This design comes from an exercise in tuning for small area on the open sky130 flow, not from production work.
The RTL was checked by simulation tests, not by an equivalence proof against the original design.

[flow/design.v]
`default_nettype none
package turbo_pkg;
    localparam int SOFT_W    = 4;
    localparam int LLR_W     = 10;
    localparam int INFO_LEN  = 5;
    localparam int BLOCK_LEN = 7;
    localparam logic [3*INFO_LEN-1:0] PERM     = {3'd3, 3'd1, 3'd2, 3'd4, 3'd0};
    localparam logic [3*INFO_LEN-1:0] PERM_INV = {3'd1, 3'd4, 3'd2, 3'd3, 3'd0};
endpackage
`default_nettype wire
`default_nettype none
`timescale 1ns/10ps
module soft_input_loader (
    input  wire          clk_p_i,
    input  wire          reset_n_i,
    input  wire          start_i,
    input  wire [20:0]   data_i,
    output wire          early_o,
    output wire          block_ready_o,
    output logic [19:0]  sys04_o,
    output logic [7:0]   sys56_o,
    output logic [27:0]  par1_o,
    output logic [27:0]  par2_o
);
    logic [2:0]  cnt;
    always_ff @(posedge clk_p_i or negedge reset_n_i) begin
        if (!reset_n_i) begin
            cnt <= 3'd0;
        end else begin
            case (cnt)
                3'd0, 3'd5: cnt <= start_i ? 3'd1 : 3'd0;
                3'd1:       cnt <= 3'd2;
                3'd2:       cnt <= 3'd3;
                3'd3:       cnt <= 3'd4;
                3'd4:       cnt <= 3'd5;
                default:    cnt <= 3'd0;
            endcase
        end
    end
    assign early_o       = (cnt == 3'd3);
    assign block_ready_o = (cnt == 3'd5);
    wire   park          = (cnt == 3'd3) | (cnt == 3'd4);
    wire [8:0] a_in = {data_i[20:19], data_i[6:0]};
    wire [2:0] b_in = data_i[18:16];
    wire [8:0] e_in = {data_i[15:14], data_i[13:7]};
    logic [8:0]  a0, a1, a2;
    logic [2:0]  b0, b1, b2, b3, b4;
    logic [8:0]  e0, e1, e2;
    always_ff @(posedge clk_p_i) begin
        a0 <= a_in;
        a1 <= a0;
        a2 <= a1;
        b0 <= b_in;
        b1 <= b0;
        b2 <= b1;
        b3 <= b2;
        b4 <= b3;
        e0 <= park ? a2 : e_in;
        e1 <= e0;
        e2 <= e1;
    end
    wire [8:0] ap3 = a1, ap2 = a2, ap1 = e0, ap0 = e1;
    wire [2:0] bp3 = b1, bp2 = b2, bp1 = b3, bp0 = b4;
    wire [8:0] ep3 = e_in, ep2 = e0, ep1 = e1, ep0 = e2;
    always_comb begin
        for (int p = 0; p < 2; p++) begin
            sys04_o[(4-p)*4 +: 4] = {ap3[8-p], ap2[8-p], ap1[8-p], ap0[8-p]};
            sys56_o[(1-p)*4 +: 4] = {ep3[8-p], ep2[8-p], ep1[8-p], ep0[8-p]};
        end
        for (int p = 2; p < 5; p++)
            sys04_o[(4-p)*4 +: 4] = {bp3[4-p], bp2[4-p], bp1[4-p], bp0[4-p]};
        for (int p = 0; p < 7; p++) begin
            par2_o[(6-p)*4 +: 4] = {ap3[6-p], ap2[6-p], ap1[6-p], ap0[6-p]};
            par1_o[(6-p)*4 +: 4] = {ep3[6-p], ep2[6-p], ep1[6-p], ep0[6-p]};
        end
    end
endmodule
`default_nettype wire
`default_nettype none
`timescale 1ns/10ps
module extrinsic_unit (
    input  wire [9:0] llr_i,
    input  wire [9:0] apri_n_i,
    input  wire [3:0] sys_i,
    output wire [9:0] ext_o
);
    wire [10:0] a = {llr_i[9], llr_i};
    wire [10:0] b = {apri_n_i[9], apri_n_i};
    wire [11:0] c;
    wire [10:0] d;
    assign c[0] = 1'b1;
    for (genvar i = 0; i < 11; i++) begin : g_sub1
        assign d[i]   = a[i] ^ b[i] ^ c[i];
        assign c[i+1] = (a[i] & b[i]) | (a[i] & c[i]) | (b[i] & c[i]);
    end
    wire       ov1 = d[10] ^ d[9];
    wire [9:0] xn  = {~d[10], ov1 ? {9{d[10]}} : ~d[8:0]};
    wire [9:0]  p = {xn[9], xn[9:1]};
    wire [9:0]  q = {{6{sys_i[3]}}, sys_i};
    wire [10:0] e;
    wire [9:0]  t;
    assign e[0] = 1'b0;
    for (genvar i = 0; i < 10; i++) begin : g_add2
        assign t[i]   = p[i] ^ q[i] ^ e[i];
        assign e[i+1] = (p[i] & q[i]) | (p[i] & e[i]) | (q[i] & e[i]);
    end
    wire ov2 = t[9] ^ t[8];
    assign ext_o = ov2 ? {~t[9], {9{t[9]}}} : ~{t[8:0], xn[0]};
endmodule
`default_nettype wire
`default_nettype none
`timescale 1ns/10ps
module turbo_iter_ctrl #(
    parameter int MAX_ITER = 16
) (
    input  wire          clk_p_i,
    input  wire          reset_n_i,
    input  wire          early_i,
    input  wire          block_ready_i,
    input  wire [19:0]   sys04_i,
    input  wire [7:0]    sys56_i,
    input  wire [27:0]   par1_i,
    input  wire [27:0]   par2_i,
    input  wire          siso_done_i,
    input  wire [69:0]   siso_llr_i,
    output wire          siso_start_o,
    output wire [125:0]  siso_req_o,
    output wire          done_o,
    output logic [4:0]   data_o
);
    localparam logic [2:0] S_RST  = 3'b000;  
    localparam logic [2:0] S_IDLE = 3'b001;
    localparam logic [2:0] S_DONE = 3'b010;  
    localparam logic [2:0] S_FIN  = 3'b011;
    localparam logic [2:0] S_D1S  = 3'b100;  
    localparam logic [2:0] S_D1   = 3'b101;
    localparam logic [2:0] S_D2S  = 3'b110;  
    localparam logic [2:0] S_D2   = 3'b111;
    logic [2:0]  state;
    logic [3:0]  iter_cnt;
    logic [27:0] sys_q, par1_q, par2_q;
    logic [49:0] apri_q;
    logic [49:0] apri;
    logic        apri_zero;
    logic        dec_q;
    wire h1    = state[2] & ~state[1];
    wire d2    = state[2] &  state[1];
    wire valid = (state != S_RST);
    assign apri = apri_q & {50{~apri_zero}};
    wire [49:0] apri_n = ~apri;
    wire idle  = ~state[2] & ~(state[1] & state[0]);
    wire take  = idle & block_ready_i;
    assign siso_start_o = state[2] & ~state[0];
    assign done_o       = (state == S_DONE);
    logic [27:0] sys_sel;
    always_comb begin
        sys_sel = '0;
        for (int j = 0; j < 5; j++) begin
            sys_sel[(6-j)*4 +: 4] = h1 ? sys_q[(6-j)*4 +: 4]
                                       : sys_q[(6-int'(turbo_pkg::PERM[3*j +: 3]))*4 +: 4];
        end
        sys_sel[7:0] = h1 ? sys_q[7:0] : 8'd0;
    end
    wire [27:0] sys_out = sys_sel & {28{valid}};
    assign siso_req_o = {sys_out,
                         (h1 ? par1_q : par2_q) & {28{valid}},
                         apri, 20'd0};
    logic [49:0] ext;
    for (genvar i = 0; i < 5; i++) begin : g_ext
        extrinsic_unit u_ext (
            .llr_i  (siso_llr_i[(6-i)*10 +: 10]),
            .apri_n_i (apri_n[(4-i)*10 +: 10]),
            .sys_i  (sys_out[(6-i)*4 +: 4]),
            .ext_o  (ext[(4-i)*10 +: 10])
        );
    end
    logic [49:0] ext_int, ext_nat;
    logic [4:0]  dec2;
    logic        same;
    always_comb begin
        same = 1'b1;
        for (int j = 0; j < 5; j++) begin
            ext_int[(4-j)*10 +: 10] = ext[(4-int'(turbo_pkg::PERM[3*j +: 3]))*10 +: 10];
            ext_nat[(4-j)*10 +: 10] = ext[(4-int'(turbo_pkg::PERM_INV[3*j +: 3]))*10 +: 10];
            dec2[4-j] = ~ext[(4-int'(turbo_pkg::PERM_INV[3*j +: 3]))*10 + 9];
            if (ext[(4-j)*10 + 9] != apri[(4-j)*10 + 9]) same = 1'b0;
        end
    end
    wire stop = same | (iter_cnt == 4'(MAX_ITER-1));
    wire fin_next = idle | (state == S_FIN) | (d2 & siso_done_i & stop);
    wire take_early = early_i & fin_next;
    always_ff @(posedge clk_p_i) begin
        if (take) begin
            sys_q[27:8] <= sys04_i;
            par2_q      <= par2_i;
        end
        if (take_early) begin
            sys_q[7:0]  <= sys56_i;
            par1_q      <= par1_i;
        end
    end
    always_ff @(posedge clk_p_i) begin
        dec_q <= dec2[4];
    end
    always_ff @(posedge clk_p_i) begin
        if (take)
            iter_cnt <= '0;
        else if (d2 & siso_done_i)
            iter_cnt <= stop ? dec2[3:0] : iter_cnt + 1'b1;
    end
    wire ld_int = siso_done_i & h1;
    wire ld_nat = siso_done_i & d2 & ~stop;
    always_ff @(posedge clk_p_i) begin
        apri_q <= ({50{ld_int}} & ext_int) | ({50{ld_nat}} & ext_nat)
                | ({50{~(ld_int | ld_nat)}} & apri_q);
    end
    always_ff @(posedge clk_p_i or negedge reset_n_i) begin
        if (!reset_n_i)
            apri_zero <= 1'b1;
        else if (take)
            apri_zero <= 1'b1;
        else if (h1 & siso_done_i)
            apri_zero <= 1'b0;
    end
    always_ff @(posedge clk_p_i or negedge reset_n_i) begin
        if (!reset_n_i) begin
            state  <= S_RST;
            data_o <= '0;
        end else begin
            case (state)
                S_RST, S_IDLE, S_DONE: begin
                    if (block_ready_i) begin
                        state <= S_D1S;
                    end else if (state == S_DONE) begin
                        state <= S_IDLE;
                    end
                end
                S_D1S, S_D1: begin
                    if (siso_done_i) begin
                        state <= S_D2S;
                    end else begin
                        state <= S_D1;
                    end
                end
                S_D2S, S_D2: begin
                    if (siso_done_i) begin
                        if (stop) begin
                            state <= S_FIN;
                        end else begin
                            state <= S_D1S;
                        end
                    end else begin
                        state <= S_D2;
                    end
                end
                default: begin  
                    data_o <= {dec_q, iter_cnt};
                    state  <= S_DONE;
                end
            endcase
        end
    end
endmodule
`default_nettype wire
`default_nettype none
`timescale 1ns/10ps
module turbo_decoder_top #(
    parameter int MAX_ITER = 16
) (
    input  wire          clk_p_i,
    input  wire          reset_n_i,
    input  wire          start_i,
    input  wire [20:0]   data_i,
    input  wire          siso_done_i,
    input  wire [69:0]   siso_llr_i,
    output wire          siso_start_o,
    output wire [125:0]  siso_req_o,
    output wire          done_o,
    output wire [4:0]    data_o
);
    logic        block_ready;
    logic        early;
    logic [19:0] sys04_vec;
    logic [7:0]  sys56_vec;
    logic [27:0] par1_vec;
    logic [27:0] par2_vec;
    soft_input_loader u_loader (
        .clk_p_i       (clk_p_i),
        .reset_n_i     (reset_n_i),
        .start_i       (start_i),
        .data_i        (data_i),
        .early_o       (early),
        .block_ready_o (block_ready),
        .sys04_o       (sys04_vec),
        .sys56_o       (sys56_vec),
        .par1_o        (par1_vec),
        .par2_o        (par2_vec)
    );
    turbo_iter_ctrl #(
        .MAX_ITER (MAX_ITER)
    ) u_ctrl (
        .clk_p_i       (clk_p_i),
        .reset_n_i     (reset_n_i),
        .early_i       (early),
        .block_ready_i (block_ready),
        .sys04_i       (sys04_vec),
        .sys56_i       (sys56_vec),
        .par1_i        (par1_vec),
        .par2_i        (par2_vec),
        .siso_done_i   (siso_done_i),
        .siso_llr_i    (siso_llr_i),
        .siso_start_o  (siso_start_o),
        .siso_req_o    (siso_req_o),
        .done_o        (done_o),
        .data_o        (data_o)
    );
endmodule
`default_nettype wire
[flow/flow/run.sh]
#!/bin/bash
# The standard layout (standard.sh) with these changes:
#  - synthesis maps with an area-oriented ABC script (flow/abc_area.script)
#  - port buffers use the smallest buffer cell
#  - the constant outputs share one tie cell
#  - floorplan removes synthesis buffers instead of repairing timing before
#    placement (timing is repaired after placement, CTS and global routing)
#  - clock tree: clkbuf_8 only, clusters of up to 16 sinks, no dummy loads
set -e
rm -rf scripts_mod
cp -r "$FLOW_HOME/scripts" scripts_mod
cp flow/abc_area.script scripts_mod/abc_area.script
export SCRIPTS_DIR="$PWD/scripts_mod"
export BUFFER_PORTS_ARGS="-buffer_cell sky130_fd_sc_hd__buf_1"
export SKIP_REPAIR_TIE_FANOUT=1
export REMOVE_ABC_BUFFERS=1
export CTS_ARGS="-sink_clustering_enable -repair_clock_nets -dont_use_dummy_load -buf_list sky130_fd_sc_hd__clkbuf_8 -sink_clustering_size 16 -sink_clustering_max_diameter 80"
bash standard.sh > standard_run.log 2>&1
[flow/flow/abc_area.script]
strash
dch -f
amap
strash
dch -f
amap
strash
dch -f
amap
topo
[flow/standard.sh]
#!/bin/bash
# synth_recipe.tcl (not shown) runs the flow's synth.tcl, then flattens the netlist and writes it again
# the make line also repeats each setting of config.mk as NAME=value (left out here)
make -C /OpenROAD-flow-scripts/flow DESIGN_CONFIG=/design/flow/config.mk WORK_HOME=/design/flow/orfs CLKGATE_MAP_FILE= SYNTH_SCRIPT=/design/flow/synth_recipe.tcl "${@:-finish}"
[flow/config.mk]
export PLATFORM = sky130hd
export DESIGN_NAME = turbo_decoder_top
export DESIGN_NICKNAME = turbo_decoder_top
export VERILOG_FILES = /design/flow/design.v
export SDC_FILE = /design/flow/constraint.sdc
export NUM_CORES = 4
export LEC_CHECK = 0
export ABC_AREA = 1
export CAP_MARGIN = 0
export CORE_MARGIN = 2
export CORE_UTILIZATION = 75
export PLACE_DENSITY = 0.85
export SLEW_MARGIN = 0
[flow/constraint.sdc]
create_clock -name core_clock -period 12.0 [get_ports {clk_p_i}]
set_input_delay 2.4000 -clock core_clock [delete_from_list [all_inputs] [get_ports {clk_p_i}]]
set_output_delay 2.4000 -clock core_clock [all_outputs]
set_load 0.01 [all_outputs]
==> impl_metrics.json, run 1 <==
{
  "die_area_um2": 14500,
  "fmax_mhz": 86.4,
  "grt_pass1_vias": 7674,
  "antenna_found_initial": 0,
  "critical_path_arrival_ns": 11.78,
  "crit_path_frequent_cell": "fa_1",
  "num_rows": 42,
  "dp_cells": 1294,
  "area_delta_synth_final_pct": 13.5,
  "place_congestion": 0.915,
  "dpl_worst_slack_ns": -0.202,
  "grt_pass1_wl_um": 36800,
  "grt_use_total_pct": 32.4,
  "status": "finished clean",
  "layoutNonFillerInstCount": 1317,
  "wl_um": 23300,
  "crit_fanout": 9,
  "fin_crit_ns": 11.57,
  "cts-root-buf": "clkbuf_8",
  "port_buffers": 187,
  "synth_warnings": 2,
  "layout-drive-gt1-share_pct": 5.35,
  "yosysSeqAreaShare_pct": 52.1,
  "post_cts_hold_buffer_count": 0,
  "gr-total-overflow": 0,
  "maxCapViolCount": 0,
  "fin_nets": 1340,
  "numClockSinks": 220,
  "syn_avg_cell_area_um2": 11.0,
  "synth_area_um2": 10200,
  "slowest_delay_ns": 0.55,
  "ioPinCount": 228,
  "tritoncts": "built",
  "cp_slowest_cell": "fa_1",
  "finalHoldViolations": 0,
  "ctsHtreeMaxLevel": 1,
  "critPathKind": "primary input to register",
  "die_width_um": 121,
  "synth_seq_cells": 220,
  "skew_ns": 0.0339,
  "layout_commonest_cell": "buf_1",
  "final_cell_mix": "buf_1, clkinv_1, dfxtp_1",
  "post_drt_wl_per_cell_um": 17.7,
  "post-route-drc-count": 0,
  "crit_path_end_kind": "register",
  "clk_pin_slew_worst_paths_ns": 0.10,
  "viasPerCell": 5.81,
  "layout_setup_ws_ns": 0.429,
  "clockBufferDepth": 3,
  "relSlewSlack_pct": 17.0,
  "cts-buffers-inserted": 17,
  "synthesis.instances": 925,
  "core_area_um2": 13200,
  "fp.dieH_um": 121,
  "clk_latency_ns": 0.50,
  "setup_viol": 0,
  "postRouteAntennaNets": 0,
  "crit_path_start_kind": "primary input",
  "period_share_pct": 96.4,
  "hpwl_um": 16600,
  "min_path_type": "register to register",
  "required_ns": 12.21,
  "vias": 7648,
  "synth_cell_types": 28,
  "initial_utilization_pct": 76.9,
  "slew_violations": 0,
  "tightest_slew_ns": 1.25,
  "drtIter0Drc": 644,
  "grt_max_degree": 53,
  "n_antenna_cell": 0,
  "dr.pass1.iters": 7
}
-- worst paths after layout --
kind,startpoint,endpoint,slack [ns],depth (start not counted)
max reg2reg,u_ctrl.apri_zero$_DFFE_PN1P_,u_ctrl.par1_q[12]$_DFFE_PP_,1.65,39
max,siso_llr_i[50],u_ctrl.par1_q[12]$_DFFE_PP_,0.43,40
min,u_loader.a0[8]$_DFF_P_,u_loader.a1[8]$_DFF_P_,0.31,0
max in group asynchronous,reset_n_i,u_loader.cnt[1]$_DFF_PN0_,9.67,1
min in group asynchronous,reset_n_i,u_ctrl.state[2]$_DFFE_PN0P_,1.89,1
min reg2reg,u_loader.a0[8]$_DFF_P_,u_loader.a1[8]$_DFF_P_,0.31,0
-- kinds of logic after synthesis --
family	Yosys count	synth area share, %
DFF	220	52.1
and+or+nand+nor	233	9.10
buffers and inverters	166	6.86
other	1	0.0368
AOI/OAI and AO/OA	203	13.1
adders and majority gates	102	18.8
-- critical path, delay by kind of cell --
family	cells	cell delay (ns)
AOI/OAI and AO/OA	6	1.16
buffers and inverters	11	1.07
and+or+nand+nor	3	0.37
adders and majority gates	20	6.72
-- routing by layer --
metal / share of wire (%) / vias up / GRT usage (%)
li1: - / 3510 / -
met1: 38 / 3688 / 41.3
met2: 51 / 386 / 56.1
met3: 8.0 / 64 / 5.85
met4: 3.2 / 0 / 11.6
met5: 0 / - / 0
-- per-stage QoR --
step	util [%]	cell area [µm²]	hold slack (ns)	setup TNS, ns
4_1_cts	86.3	11400	0.318	0
3_5_place_dp	84.6	11200	0.313	-12.34
3_3_place_gp	84.6	11200	0.310	-1.87
5_1_grt	87.3	11600	0.323	-0.715
6_report	87.3	11600	0.312	0
2_1_floorplan	-	10000	0.310	-151.66
-- timing repair --
item,CTS,global route
setup buffers,0,3
endpoints found under the setup margin,0,86
gates resized for setup,0,15
-- sequential cells by signal, indices dropped and copies added (netlist names), 28 cells and up --
name           cells
u_ctrl.par2_q     28
u_ctrl.apri_q     50
u_ctrl.par1_q     28
u_ctrl.sys_q      28
-- Yosys cell counts --
| cell type | instances | share of area (%) |
|---|---|---|
| a2111oi_0 | 1 | 0.086 |
| a211oi_1 | 2 | 0.15 |
| a21oi_1 | 23 | 1.1 |
| a221oi_1 | 3 | 0.26 |
| a222oi_1 | 2 | 0.20 |
| a31oi_1 | 2 | 0.12 |
| buf_4 | 20 | 1.5 |
| clkinv_1 | 146 | 5.4 |
| conb_1 | 1 | 0.037 |
| dfrtp_1 | 11 | 2.7 |
| dfstp_2 | 1 | 0.26 |
| dfxtp_1 | 124 | 24 |
| edfxtp_1 | 84 | 25 |
| fa_1 | 85 | 17 |
| ha_1 | 17 | 2.1 |
| nand2_1 | 88 | 3.2 |
| nor2_1 | 123 | 4.5 |
| nor2b_1 | 15 | 0.92 |
| nor3_1 | 2 | 0.098 |
| nor4_1 | 1 | 0.061 |
| o21ai_0 | 70 | 3.4 |
| o221ai_1 | 11 | 0.95 |
| o22a_1 | 48 | 4.1 |
| o22ai_1 | 35 | 2.2 |
| o31ai_1 | 4 | 0.29 |
| o32a_1 | 2 | 0.20 |
| or2_0 | 3 | 0.18 |
| or3_1 | 1 | 0.061 |
-- cell type report --
cell class / instances / area [µm²]
Multi-Input combinational cell: 539 / 4220
Fill cell: 685 / 1690
Inverter: 146 / 548
Sequential cell: 220 / 5310
Timing Repair Buffer: 219 / 1020
Tap cell: 176 / 220
Clock buffer: 17 / 234
==> run 2: changes to the inputs <==
==> flow/flow/abc_area.script (replaced) <==
strash
dc2
dch -f
amap -m
strash
dc2
dch -f
amap -m
strash
dc2
dch -f
amap -m
topo
==> run 2 against run 1 <==
Still clean. Core utilization is 1.4 points lower. First-iteration DRC count fell by 12%. Flip-flop and latch count is the same. Maximum frequency up 0.84%. Worst hold slack better by 0.024 ns. Clock skew is 0.014 ns higher. Highest routed layer unchanged.
==> impl_metrics.json, run 2 <==
{
  "top_layer": "met4",
  "slew_violations": 0,
  "numClockSinks": 220,
  "syn_avg_cell_area_um2": 11.2,
  "crit_path_end_kind": "register",
  "grt_max_degree": 44,
  "die_area_um2": 14600,
  "antenna_found_initial": 0,
  "reg2reg_slack_ns": 1.67,
  "dr.pass1.iters": 5,
  "grt_use_total_pct": 32.2,
  "cts_setup_buffers": 0,
  "drtIter0Drc": 565,
  "dp_cells": 1275,
  "synth_top_flop_cell": "dfxtp_1",
  "synth_warnings": 2,
  "final_cell_mix": "buf_1, clkinv_1, dfxtp_1",
  "synth_area_um2": 10300,
  "area_delta_synth_final_pct": 11.2,
  "status": "finished clean",
  "slowest_delay_ns": 0.54,
  "n_antenna_cell": 0,
  "wl_met1_um": 8330,
  "synth_area_leaders": "edfxtp_1, dfxtp_1, fa_1",
  "clockBufferDepth": 3,
  "clk_latency_ns": 0.51,
  "synthesis.instances": 917,
  "maxCapViolCount": 0,
  "synth_commonest_cells": "clkinv_1, dfxtp_1, nand2_1, nor2_1, fa_1",
  "skew_ns": 0.0478,
  "critPathTopFamily": "adder cells",
  "ctsHtreeMaxLevel": 1,
  "synth_top_area_share_pct": 24.6,
  "cts-buffers-inserted": 17,
  "grt_pass1_vias": 7696,
  "crit_path_frequent_cell": "fa_1",
  "cts-root-buf": "clkbuf_8",
  "viasPerCell": 5.82,
  "period_share_pct": 95.6,
  "grt_pass1_wl_um": 36800,
  "synthMostInstantiatedCell": "clkinv_1",
  "fin_nets": 1315,
  "tritoncts": "built",
  "synth.largest_area_cell": "edfxtp_1",
  "post_drt_wl_per_cell_um": 17.8,
  "layout_commonest_cell": "buf_1",
  "critPathBufInv": 9,
  "port_buffers": 187,
  "synth_seq_cells": 220,
  "crit_start": "siso_llr_i[50]",
  "crit_path_start_kind": "primary input",
  "post-route-drc-count": 0,
  "yosysSeqAreaShare_pct": 51.7,
  "r2r_cells": 36,
  "ctsResizeCount": 0,
  "dr_wl_met3_um": 1910,
  "worstSetupEndpoint": "u_ctrl.par1_q[16]$_DFFE_PP_",
  "largest-register": "u_ctrl.apri_q",
  "synth_edf_count": 84,
  "r2r_start": "u_ctrl.apri_zero$_DFFE_PN1P_",
  "critical_path_arrival_ns": 11.64,
  "finalHoldViolations": 0,
  "fin_crit_ns": 11.47,
  "tightest_slew_ns": 1.08,
  "required_ns": 12.16,
  "met2_length_um": 11900,
  "initial_utilization_pct": 77.2,
  "fp.dieH_um": 121,
  "post_cts_hold_buffer_count": 0,
  "layout-drive-gt1-share_pct": 3.23,
  "gr-total-overflow": 0,
  "clk_pin_slew_worst_paths_ns": 0.09,
  "setup_viol": 0,
  "cp_slowest_cell": "fa_1",
  "num_rows": 42,
  "hpwl_um": 16700,
  "path_depth": 37,
  "fmax_mhz": 87.1,
  "largest_reg_flops": 50,
  "vias": 7522,
  "critPathKind": "primary input to register",
  "min_path_type": "register to register",
  "die_width_um": 121,
  "core_area_um2": 13300,
  "crit_fanout": 36,
  "ioPinCount": 228,
  "postRouteAntennaNets": 0,
  "wl_um": 23000,
  "async_flop_share_pct": 5.45,
  "grt_setup_unrepaired": "no",
  "relSlewSlack_pct": 28.0,
  "place_congestion": 0.935,
  "layoutNonFillerInstCount": 1292,
  "synth_cell_types": 29,
  "timing.rr.end": "u_ctrl.par1_q[16]$_DFFE_PP_"
}
[run 2: cell count changes after synthesis, sizes merged, moves of 3 or more]
cell	before	now
clkinv	146	165
or2	3	0
nor2b	15	10
o22ai	35	24
o22a	48	27
o221a	0	33
nor2	123	96
nor3	2	6
nand2	88	98
a22o	0	9
a21oi	23	9
[run 2: final cells by class]
| type | instances | area (µm²) |
|---|---|---|
| Fill cell | 770 | 1880 |
| Sequential cell | 220 | 5310 |
| Clock buffer | 17 | 234 |
| Tap cell | 176 | 220 |
| Multi-Input combinational cell | 512 | 4210 |
| Timing Repair Buffer | 202 | 827 |
| Inverter | 165 | 619 |
[run 2: worst register-to-register path, delay by kind of cell (launching register included)]
family | cells | cell delay [ns]
fa+ha+maj | 19 | 6.81
simple gates | 8 | 1.27
buf+inv | 7 | 0.83
flops | 1 | 0.59
compound gates | 2 | 0.47
[run 2: cell families after synthesis]
group	after synthesis	share of synthesized area [%]
buf+inv	185	7.50
compound gates	194	13.7
fa+ha+maj	102	18.7
other cells	1	0.0365
flops	220	51.7
mux	2	0.219
simple gates	213	8.18
[run 2: per-layer routing]
layer  global-route usage, %  vias up
li1                        -     3461
met1                    39.1     3641
met2                    56.6      358
met3                    6.63       62
met4                    12.9        0
met5                       0        -
[run 2: how the worst min path moves through the flow]
stage	slack (ns)	end	cells past startpoint	from
floorplan	0.31	u_loader.a1[0]$_DFF_P_	0	u_loader.a0[0]$_DFF_P_
global placement	0.31	u_loader.a1[0]$_DFF_P_	0	u_loader.a0[0]$_DFF_P_
detailed placement	0.31	u_loader.b1[0]$_DFF_P_	0	u_loader.b0[0]$_DFF_P_
CTS	0.34	u_loader.a1[8]$_DFF_P_	0	u_loader.a0[8]$_DFF_P_
global route	0.34	u_loader.a1[1]$_DFF_P_	0	u_loader.a0[1]$_DFF_P_
finish	0.34	u_loader.a1[8]$_DFF_P_	0	u_loader.a0[8]$_DFF_P_
[run 2: through the flow]
stage	worst slack [ns]	hold WS [ns]	setup TNS, ns	instance area, µm²	utilization [%]
2_1_floorplan	-1.45	0.310	-97.71	10100	-
3_3_place_gp	0.351	0.310	0	11200	84.1
3_5_place_dp	0.0416	0.312	0	11200	84.1
4_1_cts	0.527	0.338	0	11400	85.8
5_1_grt	0.0440	0.341	0	11400	85.8
6_report	0.525	0.336	0	11400	85.8
==> run 3: changes to the inputs <==
--- a/flow/design.v
+++ b/flow/design.v
@@ -40,10 +40,12 @@
     assign early_o       = (cnt == 3'd3);
     assign block_ready_o = (cnt == 3'd5);
-    wire   park          = (cnt == 3'd3) | (cnt == 3'd4);
+    wire   park3         = (cnt == 3'd3);
+    wire   park4         = (cnt == 3'd4);
+    wire   park          = park3 | park4;
     wire [8:0] a_in = {data_i[20:19], data_i[6:0]};
     wire [2:0] b_in = data_i[18:16];
     wire [8:0] e_in = {data_i[15:14], data_i[13:7]};
     logic [8:0]  a0, a1, a2;
-    logic [2:0]  b0, b1, b2, b3, b4;
+    logic [2:0]  b0, b1, b2;
     logic [8:0]  e0, e1, e2;
     always_ff @(posedge clk_p_i) begin
@@ -54,12 +56,10 @@
         b1 <= b0;
         b2 <= b1;
-        b3 <= b2;
-        b4 <= b3;
         e0 <= park ? a2 : e_in;
-        e1 <= e0;
-        e2 <= e1;
+        e1 <= {e0[8:3], park3 ? b2 : e0[2:0]};
+        e2 <= {e1[8:6], park4 ? b2 : e1[5:3], e1[2:0]};
     end
     wire [8:0] ap3 = a1, ap2 = a2, ap1 = e0, ap0 = e1;
-    wire [2:0] bp3 = b1, bp2 = b2, bp1 = b3, bp0 = b4;
+    wire [2:0] bp3 = b1, bp2 = b2, bp1 = e2[5:3], bp0 = e2[2:0];
     wire [8:0] ep3 = e_in, ep2 = e0, ep1 = e1, ep0 = e2;
     always_comb begin
--- a/flow/config.mk
+++ b/flow/config.mk
@@ -9,5 +9,5 @@
 export CAP_MARGIN = 0
 export CORE_MARGIN = 2
-export CORE_UTILIZATION = 75
-export PLACE_DENSITY = 0.85
+export CORE_UTILIZATION = 85
+export PLACE_DENSITY = 0.9
 export SLEW_MARGIN = 0
==> run 3 against run 2 <==
The flow now stops in 4_1_cts. Area after synthesis decreased by 0.78%. Synthesized cell count decreased by 2.4%.
==> impl_metrics.json, run 3 <==
{
  "synth.largest_area_cell": "edfxtp_1",
  "fp.dieH_um": 113,
  "synth_top_flop_cell": "dfxtp_1",
  "dp_cells": 1225,
  "synth_area_leaders": "edfxtp_1, dfxtp_1, fa_1",
  "port_buffers": 187,
  "synth_area_um2": 10200,
  "synth_seq_cells": 214,
  "firstError": "[ERROR DPL-0033] detailed placement checks failed during check placement.",
  "die_width_um": 113,
  "ctsResizeCount": 23,
  "cts_setup_buffers": 1,
  "synth_warnings": 2,
  "synth_cell_types": 34,
  "synth_top_area_share_pct": 24.8,
  "hpwl_um": 23300,
  "post_cts_hold_buffer_count": 0,
  "synthesis.instances": 895,
  "num_rows": 39,
  "synth_edf_count": 84,
  "cts-root-buf": "clkbuf_8",
  "synth_commonest_cells": "clkinv_1, dfxtp_1, nor2_1, nand2_1, fa_1",
  "ctsHtreeMaxLevel": 1,
  "syn_avg_cell_area_um2": 11.4,
  "clockBufferDepth": 3,
  "initial_utilization_pct": 88.0,
  "failed_stage": "4_1_cts",
  "synthMostInstantiatedCell": "clkinv_1",
  "cts-buffers-inserted": 17,
  "status": "stopped before the end",
  "async_flop_share_pct": 5.61,
  "yosysSeqAreaShare_pct": 50.9,
  "ioPinCount": 228,
  "place_congestion": 0.886,
  "numClockSinks": 214
}
run 3: cell families after synthesis:
kind of cell | after synthesis | share of synthesized area [%]
compound gates | 202 | 14.9
mux | 2 | 0.221
simple gates | 206 | 8.18
flops | 214 | 50.9
buf+inv | 168 | 6.93
fa+ha+maj | 102 | 18.8
other cells | 1 | 0.0368
run 3: how the worst max path moves through the flow:
stage                           endpoint      startpoint  cells after the start
2_1_floorplan  u_ctrl.apri_q[20]$_DFF_P_  siso_llr_i[50]                     37
3_3_place_gp   u_ctrl.apri_q[25]$_DFF_P_  siso_llr_i[50]                     39
3_5_place_dp   u_ctrl.apri_q[42]$_DFF_P_  siso_llr_i[50]                     39
run 3: metrics by stage:
stage                     util [%]  worst slack [ns]  instance area, µm²
after detailed placement      96.1            -0.512               11100
after floorplan                  -             -1.81               10000
after global placement        96.1            0.0907               11100
==> run 4: changes to the inputs <==
--- a/flow/config.mk
+++ b/flow/config.mk
@@ -9,5 +9,6 @@
 export CAP_MARGIN = 0
 export CORE_MARGIN = 2
-export CORE_UTILIZATION = 85
-export PLACE_DENSITY = 0.9
+export CORE_UTILIZATION = 75
+export GPL_TIMING_DRIVEN = 0
+export PLACE_DENSITY = 0.85
 export SLEW_MARGIN = 0
==> run 4 against run 3 <==
Now clean on timing, DRC and antenna. Area after synthesis did not move. Synthesized cell count unchanged.
==> impl_metrics.json, run 4 <==
{
  "synth_top_flop_cell": "dfxtp_1",
  "clk_pin_slew_worst_paths_ns": 0.09,
  "die_area_um2": 14500,
  "critPathBufInv": 10,
  "postRouteAntennaNets": 0,
  "async_flop_share_pct": 5.61,
  "synthAdderAreaFrac_pct": 18.8,
  "clk_latency_ns": 0.49,
  "skew_ns": 0.0257,
  "grt_use_total_pct": 33.1,
  "die_width_um": 121,
  "largest-register": "u_ctrl.apri_q",
  "ctsHtreeMaxLevel": 1,
  "area_delta_synth_final_pct": 12.5,
  "post-route-drc-count": 0,
  "setup_viol": 0,
  "hold_ws_ns": 0.334,
  "synth_compound_area_share_pct": 14.9,
  "synth_edf_count": 84,
  "drtIter0Drc": 801,
  "critPathTopFamily": "adder cells",
  "final_cell_mix": "buf_1, clkinv_1, dfxtp_1",
  "critical_path_arrival_ns": 12.05,
  "synth_area_um2": 10200,
  "critPathKind": "primary input to register",
  "synthesis.instances": 895,
  "slew_violations": 0,
  "hpwl_um": 16800,
  "layout-drive-gt1-share_pct": 4.56,
  "cts-root-buf": "clkbuf_8",
  "synthMostInstantiatedCell": "clkinv_1",
  "fillers": 694,
  "place_area_um2": 11100,
  "synth_seq_cells": 214,
  "synth_area_leaders": "edfxtp_1, dfxtp_1, fa_1",
  "postLayoutCellArea_um2": 11500,
  "place_congestion": 0.898,
  "core_area_um2": 13200,
  "seq_area_um2": 5190,
  "utilization_pct": 86.5,
  "vias": 7598,
  "clockBufferDepth": 3,
  "n_antenna_cell": 0,
  "crit_path_end_kind": "register",
  "crit_fanout": 41,
  "layout_setup_ws_ns": 0.331,
  "fmax_mhz": 85.7,
  "maxCapViolCount": 0,
  "multi_input_area_um2": 4370,
  "fin_crit_ns": 11.67,
  "cts-buffers-inserted": 17,
  "fin_nets": 1295,
  "crit_path_start_kind": "primary input",
  "post_drt_wl_per_cell_um": 18.6,
  "post_cts_hold_buffer_count": 0,
  "layout_commonest_cell": "buf_1",
  "synth_xor_area_share_pct": 0,
  "initial_utilization_pct": 76.9,
  "wl_um": 23700,
  "synth_mux_area_share_pct": 0.221,
  "syn_avg_cell_area_um2": 11.4,
  "period_share_pct": 97.2,
  "required_ns": 12.39,
  "synthSimpleGateAreaFrac_pct": 8.18,
  "synth_warnings": 2,
  "dr.pass1.iters": 5,
  "synth_commonest_cells": "clkinv_1, dfxtp_1, nor2_1, nand2_1, fa_1",
  "synth_cell_types": 34,
  "fp.dieH_um": 121,
  "crit_path_frequent_cell": "fa_1",
  "grt_pass1_wl_um": 37400,
  "synth.largest_area_cell": "edfxtp_1",
  "grt_max_degree": 50,
  "grt_pass1_vias": 7402,
  "gr-total-overflow": 0,
  "status": "finished clean",
  "yosysSeqAreaShare_pct": 50.9,
  "num_rows": 42,
  "slowest_delay_ns": 0.53,
  "dpl_worst_slack_ns": -3.04,
  "largest_reg_flops": 50,
  "synth_top_family_by_area": "adder cells",
  "tightest_slew_ns": 0.969,
  "ioPinCount": 228,
  "relSlewSlack_pct": 34.9,
  "tritoncts": "built",
  "min_path_type": "register to register",
  "antenna_found_initial": 0,
  "cp_slowest_cell": "fa_1",
  "synth_top_area_share_pct": 24.8,
  "numClockSinks": 214,
  "viasPerCell": 5.97,
  "finalHoldViolations": 0,
  "port_buffers": 187
}
## run 4: cell counts after synthesis
No cell type changed its count.
## run 4: worst reg2reg max path, delay by kind of cell, from the launching register on
| family | cells | cell delay [ns] |
|---|---|---|
| adders and majority gates | 19 | 6.88 |
| DFF | 1 | 0.63 |
| AOI/OAI and AO/OA | 4 | 1.05 |
| buffers and inverters | 8 | 0.86 |
| and+or+nand+nor | 7 | 1.14 |
## run 4: cells by family (layout without fill, tap and decap cells)
family                   Yosys count  in the layout
AO/OA/AOI/OAI                    202            202
buffers and inverters            168            368
adder cells (fa/ha/maj)          102            102
AND/OR/NAND/NOR                  206            207
other                              1              1
multiplexers                       2              2
flip-flops                       214            214
## run 4: layout make-up
type / count / share of cell area, %
flip-flops and latches: 214 / 45.3
multi-input cells: 514 / 38.1
repair buffers: 203 / 7.73
inverters: 148 / 4.93
clock buffers: 17 / 2.04
well taps: 176 / 1.92
## run 4: worst paths after layout
kind | startpoint | end | slack, ns | depth (start not counted)
max | siso_llr_i[50] | u_ctrl.apri_q[5]$_DFF_P_ | 0.33 | 39
min | u_loader.b0[1]$_DFF_P_ | u_loader.b1[1]$_DFF_P_ | 0.33 | 0
max reg2reg | u_ctrl.apri_zero$_DFFE_PN1P_ | u_ctrl.apri_q[5]$_DFF_P_ | 1.36 | 38
min reg2reg | u_loader.b0[1]$_DFF_P_ | u_loader.b1[1]$_DFF_P_ | 0.33 | 0
max in group asynchronous | reset_n_i | u_loader.cnt[2]$_DFF_PN0_ | 9.64 | 1
min in group asynchronous | reset_n_i | u_ctrl.state[2]$_DFFE_PN0P_ | 1.91 | 1
## run 4: per-stage QoR
step,TNS [ns],cells
floorplan,-107.69,875
global placement,-290.22,1238
finish,0,1272
CTS,0,1269
global route,-0.0103,1272
detailed placement,-170.85,1248
## run 4: repair_timing
item	4_1_cts	5_1_grt
setup endpoints to repair	89	87
setup buffers	3	3
gates cloned	1	0
pin swaps	3	2
resized for setup	7	11
## run 4: layer usage
layer	global-route usage [%]	vias to the layer above	routed length, µm
li1	-	3435	-
met1	44.6	3710	9030
met2	55.7	398	11900
met3	5.33	55	2170
met4	11.0	0	645
met5	0	-	0
==> run 5: changes to the inputs <==
--- a/flow/config.mk
+++ b/flow/config.mk
@@ -10,5 +10,4 @@
 export CORE_MARGIN = 2
 export CORE_UTILIZATION = 75
-export GPL_TIMING_DRIVEN = 0
 export PLACE_DENSITY = 0.85
 export SLEW_MARGIN = 0
==> run 5 against run 4 <==
Still clean. Clock skew up 0.0084 ns. Core utilization down 0.36 points. First-iteration DRC count down 31%. Global-route usage down 1.5 points. Non-clock buffer count up 5. Die area unchanged. Worst hold slack worse by 0.0026 ns. Flip-flop and latch count unchanged. Final cell count up 0.31%. Wire length down 4.1%. Critical path type unchanged.
==> impl_metrics.json, run 5 <==
{
  "core_area_um2": 13200,
  "r2r_start": "u_ctrl.apri_zero$_DFFE_PN1P_",
  "n_antenna_cell": 0,
  "fp.dieH_um": 121,
  "fin_nets": 1299,
  "dpl_worst_slack_ns": -0.287,
  "synth_cell_types": 34,
  "yosysSeqAreaShare_pct": 50.9,
  "grt_use_total_pct": 31.6,
  "place_congestion": 0.952,
  "timing.rr.end": "u_ctrl.apri_q[15]$_DFF_P_",
  "crit_path_start_kind": "primary input",
  "synth_area_leaders": "edfxtp_1, dfxtp_1, fa_1",
  "cts_setup_buffers": 0,
  "async_flop_share_pct": 5.61,
  "holdCritStartpoint": "u_loader.a0[3]$_DFF_P_",
  "ctsHtreeMaxLevel": 1,
  "grt_pass1_wl_um": 35900,
  "largest-register": "u_ctrl.apri_q",
  "layout_commonest_cell": "buf_1",
  "cp_slowest_cell": "fa_1",
  "hold_ws_ns": 0.332,
  "hold_depth": 0,
  "postRouteAntennaNets": 0,
  "slew_violations": 0,
  "dr.pass1.iters": 7,
  "gr-total-overflow": 0,
  "post_drt_wl_per_cell_um": 17.8,
  "crit_fanout": 25,
  "synth_commonest_cells": "clkinv_1, dfxtp_1, nor2_1, nand2_1, fa_1",
  "crit_path_frequent_cell": "fa_1",
  "period_share_pct": 96.1,
  "crit_path_end_kind": "register",
  "drtIter0Drc": 552,
  "critical_path_arrival_ns": 11.91,
  "clk_pin_slew_worst_paths_ns": 0.09,
  "cts-root-buf": "clkbuf_8",
  "fillers": 740,
  "initial_utilization_pct": 76.9,
  "synth_edf_count": 84,
  "min_path_type": "register to register",
  "skew_ns": 0.0341,
  "tightest_slew_ns": 1.01,
  "synthesis.instances": 895,
  "tritoncts": "built",
  "slowest_delay_ns": 0.53,
  "required_ns": 12.39,
  "synth_top_flop_cell": "dfxtp_1",
  "synth_top_area_share_pct": 24.8,
  "maxCapViolCount": 0,
  "synth_warnings": 2,
  "layoutNonFillerInstCount": 1276,
  "die_width_um": 121,
  "setup_viol": 0,
  "post-route-drc-count": 0,
  "num_rows": 42,
  "synth.largest_area_cell": "edfxtp_1",
  "grt_pass1_vias": 7461,
  "fmax_mhz": 86.8,
  "layout_setup_ws_ns": 0.474,
  "relSlewSlack_pct": 32.3,
  "die_area_um2": 14500,
  "fin_crit_ns": 11.53,
  "grt_setup_unrepaired": "no",
  "r2r_cells": 38,
  "numClockSinks": 214,
  "wl_um": 22700,
  "vias": 7502,
  "critPathKind": "primary input to register",
  "grt_max_degree": 54,
  "viasPerCell": 5.88,
  "status": "finished clean",
  "clockBufferDepth": 3,
  "reg2reg_slack_ns": 1.69,
  "largest_reg_flops": 50,
  "ioPinCount": 228,
  "antenna_found_initial": 0,
  "synth_area_um2": 10200,
  "final_cell_mix": "buf_1, clkinv_1, dfxtp_1",
  "dp_cells": 1259,
  "layout-drive-gt1-share_pct": 4.27,
  "area_delta_synth_final_pct": 12.1,
  "hpwl_um": 17100,
  "finalHoldViolations": 0,
  "synthMostInstantiatedCell": "clkinv_1",
  "port_buffers": 187,
  "cts-buffers-inserted": 17,
  "syn_avg_cell_area_um2": 11.4,
  "synth_seq_cells": 214,
  "hold_end": "u_loader.a1[3]$_DFF_P_",
  "clk_latency_ns": 0.49
}
[run 5: metal layers]
layer / vias up / routed length (µm) / GRT usage [%]
li1: 3456 / - / -
met1: 3625 / 8890 / 41.7
met2: 372 / 11200 / 53.0
met3: 49 / 2030 / 6.65
met4: 0 / 583 / 10.2
met5: - / 0 / 0
[run 5: cell type report]
cell class              count  area [µm²]  area share [%]
flip-flops and latches    214        5190            45.5
multi-input cells         513        4330            37.9
repair buffers            208         885            7.75
inverters                 148         556            4.87
clock buffers              17         234            2.05
well taps                 176         220            1.93
[run 5: worst max-delay path: cells and delay by family]
| family | cells | cell delay (ns) |
|---|---|---|
| AND/OR/NAND/NOR | 7 | 0.93 |
| AO/OA/AOI/OAI | 3 | 0.69 |
| buffers and inverters | 10 | 1.04 |
| adder cells (fa/ha/maj) | 19 | 6.84 |
[run 5: worst max-delay path by stage]
stage / start / to / slack [ns] / cells after the start
finish: siso_llr_i[50] / u_ctrl.apri_q[15]$_DFF_P_ / 0.47 / 39
global placement: siso_llr_i[50] / u_ctrl.apri_q[18]$_DFF_P_ / 0.07 / 39
detailed placement: siso_llr_i[50] / u_ctrl.apri_q[15]$_DFF_P_ / -0.29 / 39
global route: siso_llr_i[50] / u_ctrl.apri_q[12]$_DFF_P_ / 0.07 / 39
CTS: siso_llr_i[50] / u_ctrl.apri_q[15]$_DFF_P_ / 0.23 / 39
floorplan: siso_llr_i[50] / u_ctrl.apri_q[20]$_DFF_P_ / -1.81 / 37
[run 5: cells by family after synthesis]
kind of cell / share of synthesized area (%)
buf+inv: 6.93
compound gates: 14.9
mux: 0.221
other cells: 0.0368
simple gates: 8.18
flops: 50.9
fa+ha+maj: 18.8
[run 5: what timing repair did]
| action | 4_1_cts | 5_1_grt |
|---|---|---|
| resized for setup | 0 | 6 |
| setup endpoints to repair | 0 | 53 |
| hold buffers | 0 | 0 |
| endpoints found under the hold margin | 0 | 0 |
[run 5: per-stage QoR]
step / TNS, ns / utilization, % / area [µm²]
after floorplan: -107.69 / - / 10000
after global placement: 0 / 84.3 / 11200
after detailed placement: -9.09 / 84.3 / 11200
after CTS: 0 / 86.0 / 11400
after global routing: 0 / 86.2 / 11400
final: 0 / 86.2 / 11400
==> run 6: changes to the inputs <==
--- a/flow/design.v
+++ b/flow/design.v
@@ -43,7 +43,7 @@
     wire   park4         = (cnt == 3'd4);
     wire   park          = park3 | park4;
-    wire [8:0] a_in = {data_i[20:19], data_i[6:0]};
-    wire [2:0] b_in = data_i[18:16];
-    wire [8:0] e_in = {data_i[15:14], data_i[13:7]};
+    wire [8:0] a_in = ~{data_i[20:19], data_i[6:0]};
+    wire [2:0] b_in = ~data_i[18:16];
+    wire [8:0] e_in = ~{data_i[15:14], data_i[13:7]};
     logic [8:0]  a0, a1, a2;
     logic [2:0]  b0, b1, b2;
@@ -139,6 +139,7 @@
     logic [2:0]  state;
     logic [3:0]  iter_cnt;
-    logic [27:0] sys_q, par1_q, par2_q;
-    logic [49:0] apri_q;
+    logic [27:0] sys_qn, par1_qn, par2_qn;
+    wire  [27:0] sys_q = ~sys_qn, par1_q = ~par1_qn, par2_q = ~par2_qn;
+    logic [49:0] apri_qn;    
     logic [49:0] apri;
     logic        apri_zero;
@@ -147,5 +148,5 @@
     wire d2    = state[2] &  state[1];
     wire valid = (state != S_RST);
-    assign apri = apri_q & {50{~apri_zero}};
+    assign apri = ~apri_qn & {50{~apri_zero}};
     wire [49:0] apri_n = ~apri;
     wire idle  = ~state[2] & ~(state[1] & state[0]);
@@ -192,10 +193,10 @@
     always_ff @(posedge clk_p_i) begin
         if (take) begin
-            sys_q[27:8] <= sys04_i;
-            par2_q      <= par2_i;
+            sys_qn[27:8] <= sys04_i;
+            par2_qn      <= par2_i;
         end
         if (take_early) begin
-            sys_q[7:0]  <= sys56_i;
-            par1_q      <= par1_i;
+            sys_qn[7:0]  <= sys56_i;
+            par1_qn      <= par1_i;
         end
     end
@@ -212,6 +213,6 @@
     wire ld_nat = siso_done_i & d2 & ~stop;
     always_ff @(posedge clk_p_i) begin
-        apri_q <= ({50{ld_int}} & ext_int) | ({50{ld_nat}} & ext_nat)
-                | ({50{~(ld_int | ld_nat)}} & apri_q);
+        apri_qn <= ~(({50{ld_int}} & ext_int) | ({50{ld_nat}} & ext_nat)
+                   | ({50{~(ld_int | ld_nat)}} & apri));
     end
     always_ff @(posedge clk_p_i or negedge reset_n_i) begin
==> run 6 against run 5 <==
Synthesized cell count up 2.5%. Via count down 0.47%. Non-clock buffer count stayed put. Setup slack got worse by 0.13 ns. Worst hold slack worse by 0.034 ns. Highest routed layer unchanged. Flip-flop and latch count unchanged. First-iteration DRC count rose by 32%.
==> impl_metrics.json, run 6 <==
{
  "post-route-drc-count": 0,
  "largest_reg_flops": 50,
  "finalHoldViolations": 0,
  "tightest_slew_ns": 1.21,
  "layout_setup_ws_ns": 0.343,
  "layout-drive-gt1-share_pct": 4.10,
  "gr-usage-met1_pct": 43.0,
  "r2r_start": "u_ctrl.apri_zero$_DFFE_PN1P_",
  "dr.pass1.iters": 5,
  "grt_pass1_vias": 7368,
  "ioPinCount": 228,
  "cts-buffers-inserted": 17,
  "grt_max_degree": 51,
  "fmax_mhz": 85.8,
  "layout_commonest_cell": "buf_1",
  "fillers": 745,
  "synthMostInstantiatedCell": "nor2_1",
  "post_cts_hold_buffer_count": 0,
  "crit_fanout": 26,
  "synth_area_leaders": "edfxtp_1, dfxtp_1, fa_1",
  "hold_depth": 0,
  "crit_path_start_kind": "primary input",
  "postRouteAntennaNets": 0,
  "crit_path_frequent_cell": "fa_1",
  "die_width_um": 119,
  "place_area_um2": 10900,
  "fp.dieH_um": 119,
  "min_path_type": "register to register",
  "maxCapViolCount": 0,
  "numClockSinks": 214,
  "timing.rr.end": "u_ctrl.par1_qn[27]$_DFFE_PP_",
  "synthesis.instances": 917,
  "setup_viol": 0,
  "port_buffers": 187,
  "viasPerCell": 5.75,
  "gr-usage-met2_pct": 54.8,
  "ctsHtreeMaxLevel": 1,
  "skew_ns": 0.0487,
  "syn_avg_cell_area_um2": 10.8,
  "synth_edf_count": 84,
  "antenna_found_initial": 0,
  "fin_nets": 1322,
  "n_antenna_cell": 0,
  "slowest_delay_ns": 0.54,
  "die_area_um2": 14200,
  "hold_ws_ns": 0.298,
  "grt_use_total_pct": 32.5,
  "hold_end": "u_loader.a1[4]$_DFF_P_",
  "synth_cell_types": 33,
  "synth_area_um2": 9930,
  "cts-root-buf": "clkbuf_8",
  "async_flop_share_pct": 5.61,
  "period_share_pct": 97.1,
  "synth_warnings": 2,
  "fin_crit_ns": 11.66,
  "cp_slowest_cell": "fa_1",
  "layoutNonFillerInstCount": 1298,
  "synth_seq_cells": 214,
  "place_congestion": 0.945,
  "busiest_layer": "met2",
  "drtIter0Drc": 726,
  "grt_pass1_wl_um": 36000,
  "ctsResizeCount": 0,
  "synth.largest_area_cell": "edfxtp_1",
  "synth_commonest_cells": "nor2_1, clkinv_1, dfxtp_1, fa_1, edfxtp_1",
  "area_delta_synth_final_pct": 12.5,
  "critical_path_arrival_ns": 11.83,
  "post_drt_wl_per_cell_um": 17.2,
  "initial_utilization_pct": 75.9,
  "grt_setup_unrepaired": "no",
  "tritoncts": "built",
  "crit_path_end_kind": "register",
  "required_ns": 12.17,
  "reg2reg_slack_ns": 1.53,
  "core_area_um2": 13100,
  "synth_top_area_share_pct": 25.4,
  "clockBufferDepth": 3,
  "relSlewSlack_pct": 19.0,
  "largest-register": "u_ctrl.apri_qn",
  "holdCritStartpoint": "u_loader.a0[4]$_DFF_P_",
  "status": "finished clean",
  "dp_cells": 1281,
  "postLayoutCellArea_um2": 11200,
  "num_rows": 42,
  "gr-usage-met3_pct": 6.56,
  "slew_violations": 0,
  "vias": 7467,
  "wl_um": 22300,
  "hpwl_um": 16300,
  "gr-total-overflow": 0,
  "synth_top_flop_cell": "dfxtp_1",
  "dpl_worst_slack_ns": -0.190,
  "clk_latency_ns": 0.52,
  "final_cell_mix": "buf_1, nor2_1, clkinv_1",
  "clk_pin_slew_worst_paths_ns": 0.09,
  "r2r_cells": 36,
  "cts_setup_buffers": 0,
  "critPathKind": "primary input to register",
  "yosysSeqAreaShare_pct": 52.3
}
==> run 6: changes by cell type after synthesis, sizes merged, moves of 15 or more <==
cell    change
o221a      -33
a211oi     +27
o22a       -39
o21ai      -15
nor2       +89
nand2      -21
o22ai      +61
==> run 6: final cells by class <==
class,count,area (µm²),area share [%]
inverters,137,514,4.61
multi-input cells,546,4130,36.9
well taps,176,220,1.97
flip-flops and latches,214,5190,46.5
repair buffers,208,885,7.92
clock buffers,17,234,2.10
==> run 6: kinds of logic after synthesis <==
family / after synthesis / synth area share, %
other: 1 / 0.0378
flip-flops: 214 / 52.3
adder cells (fa/ha/maj): 103 / 19.4
buffers and inverters: 157 / 6.69
AND/OR/NAND/NOR: 259 / 10.0
AO/OA/AOI/OAI: 182 / 11.5
multiplexers: 1 / 0.113
==> run 6: worst max-delay path: cells and delay by family <==
| family | cells | cell delay [ns] |
|---|---|---|
| AOI/OAI and AO/OA | 5 | 0.98 |
| buffers and inverters | 9 | 0.85 |
| adders and majority gates | 20 | 7.03 |
| and+or+nand+nor | 3 | 0.55 |
==> run 6: how the worst max path moves through the flow <==
stage | startpoint | end | slack [ns] | cells after the start
floorplan | siso_llr_i[50] | u_ctrl.apri_qn[20]$_DFF_P_ | -2.32 | 37
global placement | siso_llr_i[50] | u_ctrl.par1_qn[27]$_DFFE_PP_ | -0.05 | 37
detailed placement | siso_llr_i[50] | u_ctrl.sys_qn[0]$_DFFE_PP_ | -0.19 | 37
CTS | siso_llr_i[50] | u_ctrl.par1_qn[27]$_DFFE_PP_ | 0.32 | 37
global route | siso_llr_i[50] | u_ctrl.par1_qn[27]$_DFFE_PP_ | 0.01 | 37
finish | siso_llr_i[50] | u_ctrl.par1_qn[27]$_DFFE_PP_ | 0.34 | 37
==> run 6: per-layer routing <==
metal	vias to the layer above	part of all wire, %
met5	-	0
li1	3461	-
met3	59	8.2
met2	367	49
met4	0	3.0
met1	3580	40
==> run 6: metrics by stage <==
stage | util (%) | TNS [ns]
final | 85.3 | 0
after detailed placement | 83.4 | -7.33
after global routing | 85.3 | 0
after CTS | 85.2 | 0
after global placement | 83.4 | -1.61
after floorplan | - | -130.01
==> run 7: changes to the inputs <==
--- a/flow/design.v
+++ b/flow/design.v
@@ -95,16 +95,15 @@
     end
     wire       ov1 = d[10] ^ d[9];
-    wire [9:0] xn  = {~d[10], ov1 ? {9{d[10]}} : ~d[8:0]};
-    wire [9:0]  p = {xn[9], xn[9:1]};
-    wire [9:0]  q = {{6{sys_i[3]}}, sys_i};
+    wire [9:0] x   = ov1 ? {d[10], {9{~d[10]}}} : d[9:0];
+    wire [9:0]  p = {x[9], x[9:1]};
+    wire [9:0]  q = ~{{6{sys_i[3]}}, sys_i};
     wire [10:0] e;
-    wire [9:0]  t;
-    assign e[0] = 1'b0;
-    for (genvar i = 0; i < 10; i++) begin : g_add2
-        assign t[i]   = p[i] ^ q[i] ^ e[i];
+    wire [9:0]  h;
+    assign e[0] = 1'b1;
+    for (genvar i = 0; i < 10; i++) begin : g_sub2
+        assign h[i]   = p[i] ^ q[i] ^ e[i];
         assign e[i+1] = (p[i] & q[i]) | (p[i] & e[i]) | (q[i] & e[i]);
     end
-    wire ov2 = t[9] ^ t[8];
-    assign ext_o = ov2 ? {~t[9], {9{t[9]}}} : ~{t[8:0], xn[0]};
+    assign ext_o = (h[9] != h[8]) ? {h[9], {9{~h[9]}}} : {h[8:0], x[0]};
 endmodule
 `default_nettype wire
==> run 7 against run 6 <==
Still clean. Count of clock-buffer cells in the layout unchanged. Final area is 0.58% higher. Area after synthesis fell by 0.47%. Critical path depth fell by 2. Final cell count shrank 1.5%. Core utilization grew 2.9 points. Worst hold slack lost 0.0010 ns. Global-route usage rose by 1.4 points. First-iteration DRC count up 19%. Via count is 0.56% lower. Largest cell class unchanged. Highest routed layer unchanged.
==> impl_metrics.json, run 7 <==
{
  "synth_area_um2": 9880,
  "hold_ws_ns": 0.297,
  "grt_use_total_pct": 33.9,
  "critical_path_arrival_ns": 12.07,
  "finalHoldViolations": 0,
  "synth_top_area_share_pct": 25.5,
  "reg2reg_slack_ns": 1.40,
  "status": "finished clean",
  "cp_slowest_cell": "fa_1",
  "synth_area_leaders": "edfxtp_1, dfxtp_1, fa_1",
  "postRouteAntennaNets": 0,
  "min_path_type": "register to register",
  "layout_commonest_cell": "buf_1",
  "critPathBufInv": 7,
  "required_ns": 12.42,
  "r2r_cells": 35,
  "crit_start": "siso_llr_i[40]",
  "vias": 7425,
  "r2r_start": "u_ctrl.apri_zero$_DFFE_PN1P_",
  "synth_edf_count": 84,
  "relSlewSlack_pct": 21.3,
  "gr-total-overflow": 0,
  "crit_fanout": 30,
  "fin_crit_ns": 11.65,
  "dr.pass1.iters": 6,
  "crit_path_frequent_cell": "fa_1",
  "post-route-drc-count": 0,
  "largest_reg_flops": 50,
  "post_drt_wl_per_cell_um": 18.2,
  "crit_path_start_kind": "primary input",
  "postLayoutCellArea_um2": 11200,
  "port_buffers": 187,
  "ioPinCount": 228,
  "layout-drive-gt1-share_pct": 5.96,
  "final_cell_mix": "buf_1, clkinv_1, nor2_1",
  "critPathKind": "primary input to register",
  "grt_max_degree": 51,
  "drtIter0Drc": 865,
  "synth_commonest_cells": "clkinv_1, nor2_1, dfxtp_1, o21ai_0, fa_1",
  "worstSetupEndpoint": "u_ctrl.apri_qn[39]$_DFF_P_",
  "layoutNonFillerInstCount": 1279,
  "fmax_mhz": 85.8,
  "skew_ns": 0.0576,
  "fin_nets": 1311,
  "place_congestion": 0.936,
  "clk_latency_ns": 0.52,
  "cts_setup_buffers": 0,
  "synth_seq_cells": 214,
  "slew_violations": 0,
  "clockBufferDepth": 3,
  "cts-buffers-inserted": 17,
  "n_antenna_cell": 0,
  "syn_avg_cell_area_um2": 11.1,
  "clk_pin_slew_worst_paths_ns": 0.11,
  "hpwl_um": 17300,
  "critPathTopFamily": "adder cells",
  "tritoncts": "built",
  "synth_warnings": 2,
  "synthMostInstantiatedCell": "clkinv_1",
  "maxCapViolCount": 0,
  "grt_pass1_wl_um": 37400,
  "largest-register": "u_ctrl.apri_qn",
  "initial_utilization_pct": 77.7,
  "yosysSeqAreaShare_pct": 52.5,
  "die_width_um": 119,
  "synth.largest_area_cell": "edfxtp_1",
  "die_area_um2": 14100,
  "period_share_pct": 97.1,
  "dp_cells": 1262,
  "core_area_um2": 12700,
  "antenna_found_initial": 0,
  "synth_cell_types": 34,
  "ctsHtreeMaxLevel": 1,
  "numClockSinks": 214,
  "place_area_um2": 11000,
  "synth_top_flop_cell": "dfxtp_1",
  "setup_viol": 0,
  "grt_pass1_vias": 7498,
  "tightest_slew_ns": 1.18,
  "async_flop_share_pct": 5.61,
  "synthesis.instances": 888,
  "cts-root-buf": "clkbuf_8",
  "wl_um": 23300,
  "area_delta_synth_final_pct": 13.7,
  "path_depth": 35,
  "num_rows": 41,
  "timing.rr.end": "u_ctrl.apri_qn[39]$_DFF_P_",
  "viasPerCell": 5.81,
  "slowest_delay_ns": 0.49,
  "crit_path_end_kind": "register",
  "fp.dieH_um": 119
}
==> run 7: worst min-delay path by stage <==
| stage | end | startpoint | depth (start not counted) | slack [ns] |
|---|---|---|---|---|
| 6_report | u_loader.a1[5]$_DFF_P_ | u_loader.a0[5]$_DFF_P_ | 0 | 0.30 |
| 5_1_grt | u_loader.a1[5]$_DFF_P_ | u_loader.a0[5]$_DFF_P_ | 0 | 0.30 |
| 4_1_cts | u_loader.a1[5]$_DFF_P_ | u_loader.a0[5]$_DFF_P_ | 0 | 0.30 |
| 3_5_place_dp | u_loader.b1[2]$_DFF_P_ | u_loader.b0[2]$_DFF_P_ | 0 | 0.31 |
| 3_3_place_gp | u_loader.a1[6]$_DFF_P_ | u_loader.a0[6]$_DFF_P_ | 0 | 0.31 |
| 2_1_floorplan | u_loader.a1[0]$_DFF_P_ | u_loader.a0[0]$_DFF_P_ | 0 | 0.31 |
==> run 7: layout make-up <==
cell class                      count  area [µm²]
Multi-Input combinational cell    509        4060
Tap cell                          172         215
Clock buffer                       17         234
Sequential cell                   214        5190
Fill cell                         614        1490
Timing Repair Buffer              222         990
Inverter                          145         544
==> run 7: logic make-up (layout without fill, tap and decap cells) <==
group | after synthesis | after routing | share of synthesized area, %
buffers and inverters | 165 | 384 | 7.03
flip-flops | 214 | 214 | 52.5
AND/OR/NAND/NOR | 177 | 177 | 6.89
AO/OA/AOI/OAI | 220 | 220 | 13.1
other | 1 | 1 | 0.0380
multiplexers | 4 | 4 | 0.418
adder cells (fa/ha/maj) | 107 | 107 | 20.0
==> run 7: what timing repair did <==
action | CTS | global route
setup endpoints to repair | 0 | 90
resized for setup | 0 | 11
hold buffers | 0 | 0
==> run 7: through the flow <==
step / TNS, ns / util [%] / setup slack, ns
floorplan: -126.28 / - / -1.87
global placement: -4.81 / 86.1 / -0.114
detailed placement: -27.90 / 86.1 / -0.396
CTS: 0 / 88.0 / 0.117
global route: -0.273 / 88.3 / -0.0462
finish: 0 / 88.3 / 0.346
==> run 7: worst register-to-register path, delay by kind of cell (launching register included) <==
kind | cells | cell delay, ns
AO/OA/AOI/OAI | 5 | 1.06
adder cells (fa/ha/maj) | 20 | 7.44
buffers and inverters | 6 | 0.77
AND/OR/NAND/NOR | 4 | 0.70
flip-flops | 1 | 0.58
==> run 7: metal layers <==
| metal | GRT usage [%] | wire length, µm | up-vias |
|---|---|---|---|
| met5 | 0 | 0 | - |
| met4 | 11.9 | 726 | 0 |
| met3 | 6.47 | 2050 | 72 |
| met2 | 58.1 | 11800 | 387 |
| met1 | 43.4 | 8720 | 3563 |
| li1 | - | - | 3403 |

## afterwards: timing with drivers on the ports
Ports are ideal in the flow. The routed layouts listed here were re-timed in OpenROAD. Step 1: set_driving_cell puts a clkbuf_16 on clk_p_i and a buf_2 on each other input, an assumption about the parent block. Step 2 adds t to the input delays and takes it off the output delays; t is the mean of the earliest and latest rising clock arrival at the registers after step 1. Input paths then give back, and output paths get back, about the clock's delay inside the block. Slacks: no drivers / after step 1 / after step 2; pairs: no drivers / after step 1.
| run | t, ns | setup slack, ns | worst setup path after step 2 | clock arrival spread, ns | slew at the worst register clock pin (ns) |
|---|---|---|---|---|---|
| run 1 | 0.522 | 0.429 / 0.449 / -0.073 | input to register | 0.034 / 0.035 | 0.11 / 0.11 |
| run 2 | 0.524 | 0.525 / 0.542 / 0.018 | input to register | 0.048 / 0.048 | 0.11 / 0.11 |
| run 4 | 0.521 | 0.331 / 0.349 / -0.172 | input to register | 0.025 / 0.026 | 0.11 / 0.11 |
| run 5 | 0.512 | 0.474 / 0.488 / -0.024 | input to register | 0.034 / 0.034 | 0.11 / 0.11 |
| run 6 | 0.528 | 0.343 / 0.357 / -0.171 | input to register | 0.049 / 0.048 | 0.11 / 0.11 |
| run 7 | 0.533 | 0.346 / 0.362 / -0.171 | input to register | 0.058 / 0.058 | 0.11 / 0.11 |
Met with ideal ports but missed after step 2: setup timing in 5 of these runs. For run 7, which loses most, drivers alone change the setup slack by +0.016 ns; drivers and shift together by -0.517 ns.
